This is an optimization exercise on Yosys and OpenROAD, whose aim is small area, a short achievable clock period and few clock cycles per item, not a production implementation. Function was checked by simulation only, so behaviour that the tests miss may differ from the original.

## garnet
==> module cpu_core, before the edit <==
module cpu_core #(
	parameter int ADDR_W = 9,
	parameter logic [ADDR_W-1:0] RESET_PC = '0
) (
	input wire clk,
	input wire rst_n,
	output logic wb_cyc,
	output logic wb_stb,
	output logic wb_we,
	output logic [ADDR_W-1:0] wb_adr,
	output bus_pkg::word_t wb_dat_o,
	output logic [3:0] wb_sel,
	input wire bus_pkg::word_t wb_dat_i,
	input wire wb_ack
);
	localparam int W = bus_pkg::WORD_W;
	localparam int NR = 16;
	localparam int IW = isa_pkg::IMM_W;
	localparam int AW = ADDR_W;
	logic run;  
	logic mem_ph;  
	logic we;  
	logic exe;  
	logic [AW-1:0] pc;  
	logic [AW-1:0] ma;  
	logic [3:0] ir_ra;
	bus_pkg::word_t op_a, op_b;
	logic [W-1:0] rf [NR];
	logic [NR-1:0] rv;
	logic [4:0] n_opc;
	logic [3:0] n_ra, n_rb, n_rx;
	logic [IW-1:0] n_imm;
	logic n_ld, n_ldi, n_st, n_add, n_mem, n_bz;
	logic fetch_done, accept, rf_we;
	logic uses_b, uses_x, hit;
	logic [NR-1:0] sel_a, sel_b;
	bus_pkg::word_t rd_a, rd_b, nop_a, nop_b, sum, wdata;
	logic [AW-1:0] maddr;
	assign n_opc = wb_dat_i[31:27];
	assign n_ra = wb_dat_i[26:23];
	assign n_rb = wb_dat_i[22:19];
	assign n_imm = wb_dat_i[IW-1:0];
	assign n_ld = (n_opc == isa_pkg::OP_LD);
	assign n_ldi = (n_opc == isa_pkg::OP_LDI);
	assign n_st = (n_opc == isa_pkg::OP_ST);
	assign n_add = (n_opc == isa_pkg::OP_ADD);
	assign n_mem = n_ld || n_st;
	assign n_bz = !n_add && (n_rb == 4'd0);
	assign n_rx = n_add ? wb_dat_i[18:15] : n_ra;  
	assign fetch_done = run && wb_ack && !mem_ph;
	assign uses_b = n_add || ((n_ld || n_ldi || n_st) && !n_bz);
	assign uses_x = n_add || n_st;
	assign hit = exe && ((uses_b && ir_ra == n_rb) || (uses_x && ir_ra == n_rx));
	assign accept = fetch_done && !hit;
	always_comb begin
		for (int k = 0; k < NR; k++) begin
			sel_a[k] = (n_rb == k) && rv[k] && !n_bz;
			sel_b[k] = (n_rx == k) && rv[k];
		end
		rd_a = '0;
		rd_b = '0;
		for (int k = 0; k < NR; k++) begin
			rd_a = rd_a | ({W{sel_a[k]}} & rf[k]);
			rd_b = rd_b | ({W{sel_b[k]}} & rf[k]);
		end
	end
	assign nop_a = rd_a;
	assign nop_b = n_ldi ? {{(W - IW){n_imm[IW-1]}}, n_imm} : rd_b;
	always_comb begin
		logic [AW-1:0] x, y, g, t, p, h, tt, hn, tn;
		x = rd_a[AW-1:0];
		y = n_imm[AW-1:0];
		g = x & y;
		t = x | y;
		p = x ^ y;
		h = g;
		tt = {t[AW-2:0], 1'b1};
		for (int d = 1; d < AW; d = d * 2) begin
			hn = h;
			tn = tt;
			for (int i = 0; i < AW; i++) begin
				if ((i & d) != 0) begin
					hn[i] = h[i] | (tt[i] & h[(i & ~(2 * d - 1)) + d - 1]);
					tn[i] = tt[i] & tt[(i & ~(2 * d - 1)) + d - 1];
				end
			end
			h = hn;
			tt = tn;
		end
		maddr[0] = p[0];
		for (int i = 1; i < AW; i++)
			maddr[i] = h[i-1] ? (p[i] ^ t[i-1]) : p[i];
	end
	always_comb begin
		bus_pkg::word_t g, t, p, h, tt, hn, tn;
		g = op_a & op_b;
		t = op_a | op_b;
		p = op_a ^ op_b;
		h = g;
		tt = {t[W-2:0], 1'b1};
		for (int d = 1; d < W; d = d * 2) begin
			hn = h;
			tn = tt;
			for (int i = 0; i < W; i++) begin
				if ((i & d) != 0) begin
					hn[i] = h[i] | (tt[i] & h[(i & ~(2 * d - 1)) + d - 1]);
					tn[i] = tt[i] & tt[(i & ~(2 * d - 1)) + d - 1];
				end
			end
			h = hn;
			tt = tn;
		end
		sum[0] = p[0];
		for (int i = 1; i < W; i++)
			sum[i] = h[i-1] ? (p[i] ^ t[i-1]) : p[i];
	end
	always_ff @(posedge clk or negedge rst_n) begin
		if (!rst_n) begin
			run <= 1'b0;
			mem_ph <= 1'b0;
			we <= 1'b0;
			exe <= 1'b0;
			pc <= RESET_PC;
		end else begin
			run <= 1'b1;
			exe <= accept && (n_add || n_ldi);
			if (run && wb_ack && mem_ph) begin
				mem_ph <= 1'b0;
				we <= 1'b0;
			end
			if (accept) begin
				mem_ph <= n_mem;
				we <= n_st;
				pc <= pc + 1'b1;
			end
		end
	end
	always_ff @(posedge clk) begin
		op_a <= nop_a;
		if (accept) begin
			ir_ra <= n_ra;
			op_b <= nop_b;
			ma <= maddr;
		end
	end
	assign rf_we = mem_ph ? !we : exe;
	assign wdata = mem_ph ? wb_dat_i : sum;
	always_ff @(posedge clk or negedge rst_n) begin
		if (!rst_n)
			rv <= '0;
		else if (rf_we)
			rv[ir_ra] <= 1'b1;
	end
	for (genvar k = 0; k < NR; k++) begin : g_rf
		always_ff @(posedge clk) begin
			if (rf_we && ir_ra == k)
				rf[k] <= wdata;
		end
	end
	assign wb_cyc = run;
	assign wb_stb = run;
	assign wb_we = we;
	assign wb_adr = mem_ph ? ma : pc;
	assign wb_dat_o = op_b;
	assign wb_sel = bus_pkg::SEL_ALL;
endmodule
export LEC_CHECK = 0
export CAP_MARGIN = 20
export CELL_PAD_IN_SITES_DETAIL_PLACEMENT = 1
export CELL_PAD_IN_SITES_GLOBAL_PLACEMENT = 1
export CORE_MARGIN = 2
export CORE_UTILIZATION = 35
export CTS_BUF_LIST = sky130_fd_sc_hd__clkbuf_8
export CTS_CLUSTER_DIAMETER = 50
export CTS_CLUSTER_SIZE = 12
export PLACE_DENSITY = 0.5
export SETUP_SLACK_MARGIN = 3.2
export SLEW_MARGIN = 20
export TNS_END_PERCENT = 5
create_clock -name core_clock -period 6.0 [get_ports {clk}]
run.sh (not shown) runs the stock make flow with config.mk's settings and CLKGATE_MAP_FILE= SYNTH_SCRIPT=/design/flow/synth_recipe.tcl, a recipe that flattens the netlist after the stock synthesis.
In summary, garnet completed successfully, with a layout that passed the timing, DRC and antenna checks.
Testbench counts of garnet, summed over its fixed seeds: cycles 7,689, instrs 3,072.
The inputs of raven differ from those of garnet as listed below.
--- a/flow/design.v
+++ b/flow/design.v
@@ -67,5 +67,5 @@
 	logic [AW-1:0] ma;  
 	logic [3:0] ir_ra;
-	bus_pkg::word_t op_a, op_b;
+	bus_pkg::word_t op_a, op_b, sd;
 	logic [W-1:0] rf [NR];
 	logic [NR-1:0] rv;
@@ -134,27 +134,5 @@
 			maddr[i] = h[i-1] ? (p[i] ^ t[i-1]) : p[i];
 	end
-	always_comb begin
-		bus_pkg::word_t g, t, p, h, tt, hn, tn;
-		g = op_a & op_b;
-		t = op_a | op_b;
-		p = op_a ^ op_b;
-		h = g;
-		tt = {t[W-2:0], 1'b1};
-		for (int d = 1; d < W; d = d * 2) begin
-			hn = h;
-			tn = tt;
-			for (int i = 0; i < W; i++) begin
-				if ((i & d) != 0) begin
-					hn[i] = h[i] | (tt[i] & h[(i & ~(2 * d - 1)) + d - 1]);
-					tn[i] = tt[i] & tt[(i & ~(2 * d - 1)) + d - 1];
-				end
-			end
-			h = hn;
-			tt = tn;
-		end
-		sum[0] = p[0];
-		for (int i = 1; i < W; i++)
-			sum[i] = h[i-1] ? (p[i] ^ t[i-1]) : p[i];
-	end
+	assign sum = op_a + op_b;
 	always_ff @(posedge clk or negedge rst_n) begin
 		if (!rst_n) begin
@@ -180,7 +158,8 @@
 	always_ff @(posedge clk) begin
 		op_a <= nop_a;
+		op_b <= nop_b;
 		if (accept) begin
 			ir_ra <= n_ra;
-			op_b <= nop_b;
+			sd <= rd_b;
 			ma <= maddr;
 		end
@@ -204,5 +183,5 @@
 	assign wb_we = we;
 	assign wb_adr = mem_ph ? ma : pc;
-	assign wb_dat_o = op_b;
+	assign wb_dat_o = sd;
 	assign wb_sel = bus_pkg::SEL_ALL;
 endmodule
Findings:
Between garnet and raven, critical path depth is higher for garnet, raven comes in under that.
The multi-input combinational gate total reported for raven is greater than that of garnet by about 0.4%.
Routed wire in raven totals less than in garnet.
Setup TNS: raven vs garnet identical
In raven the synthesis-to-finish area growth turned out 1.6 points lower than in garnet.
Max number of clock buffers in the layout across garnet and raven: garnet
The highest-delay cell along the critical path comes out or3_4 in one run and or4b_4 in the other, namely in garnet and raven respectively.
Testbench counts of raven, summed over its fixed seeds: cycles 7,689, instrs 3,072.

==> static timing again, ports no longer ideal <==
Ports are ideal in the flow. The routed layouts listed here were re-timed in OpenROAD. Step 1, drivers: a clkbuf_16 drives clk and a buf_2 each remaining input, both assumed. Step 2 times the ports against the registers' clock, not the clock port: input delays grow and output delays shrink by t, the midpoint of the rising clock arrivals with the driver on. Three values: no drivers, after step 1, after step 2; two values: the first two.
| run | t (ns) | slack for setup (ns) | worst hold slack (ns) | worst register clock-pin slew, ns |
|---|---|---|---|---|
| garnet | 0.782 | 2.631 / 2.645 / 1.864 | 0.487 / 0.487 / 0.487 | 0.09 / 0.09 |
| raven | 0.766 | 2.781 / 2.781 / 2.037 | 0.486 / 0.486 / 0.486 | 0.09 / 0.09 |
After both steps setup and hold are still met in every run listed. The setup slack of garnet, which loses most, moves by +0.014 ns with the drivers and by -0.767 ns with both steps.
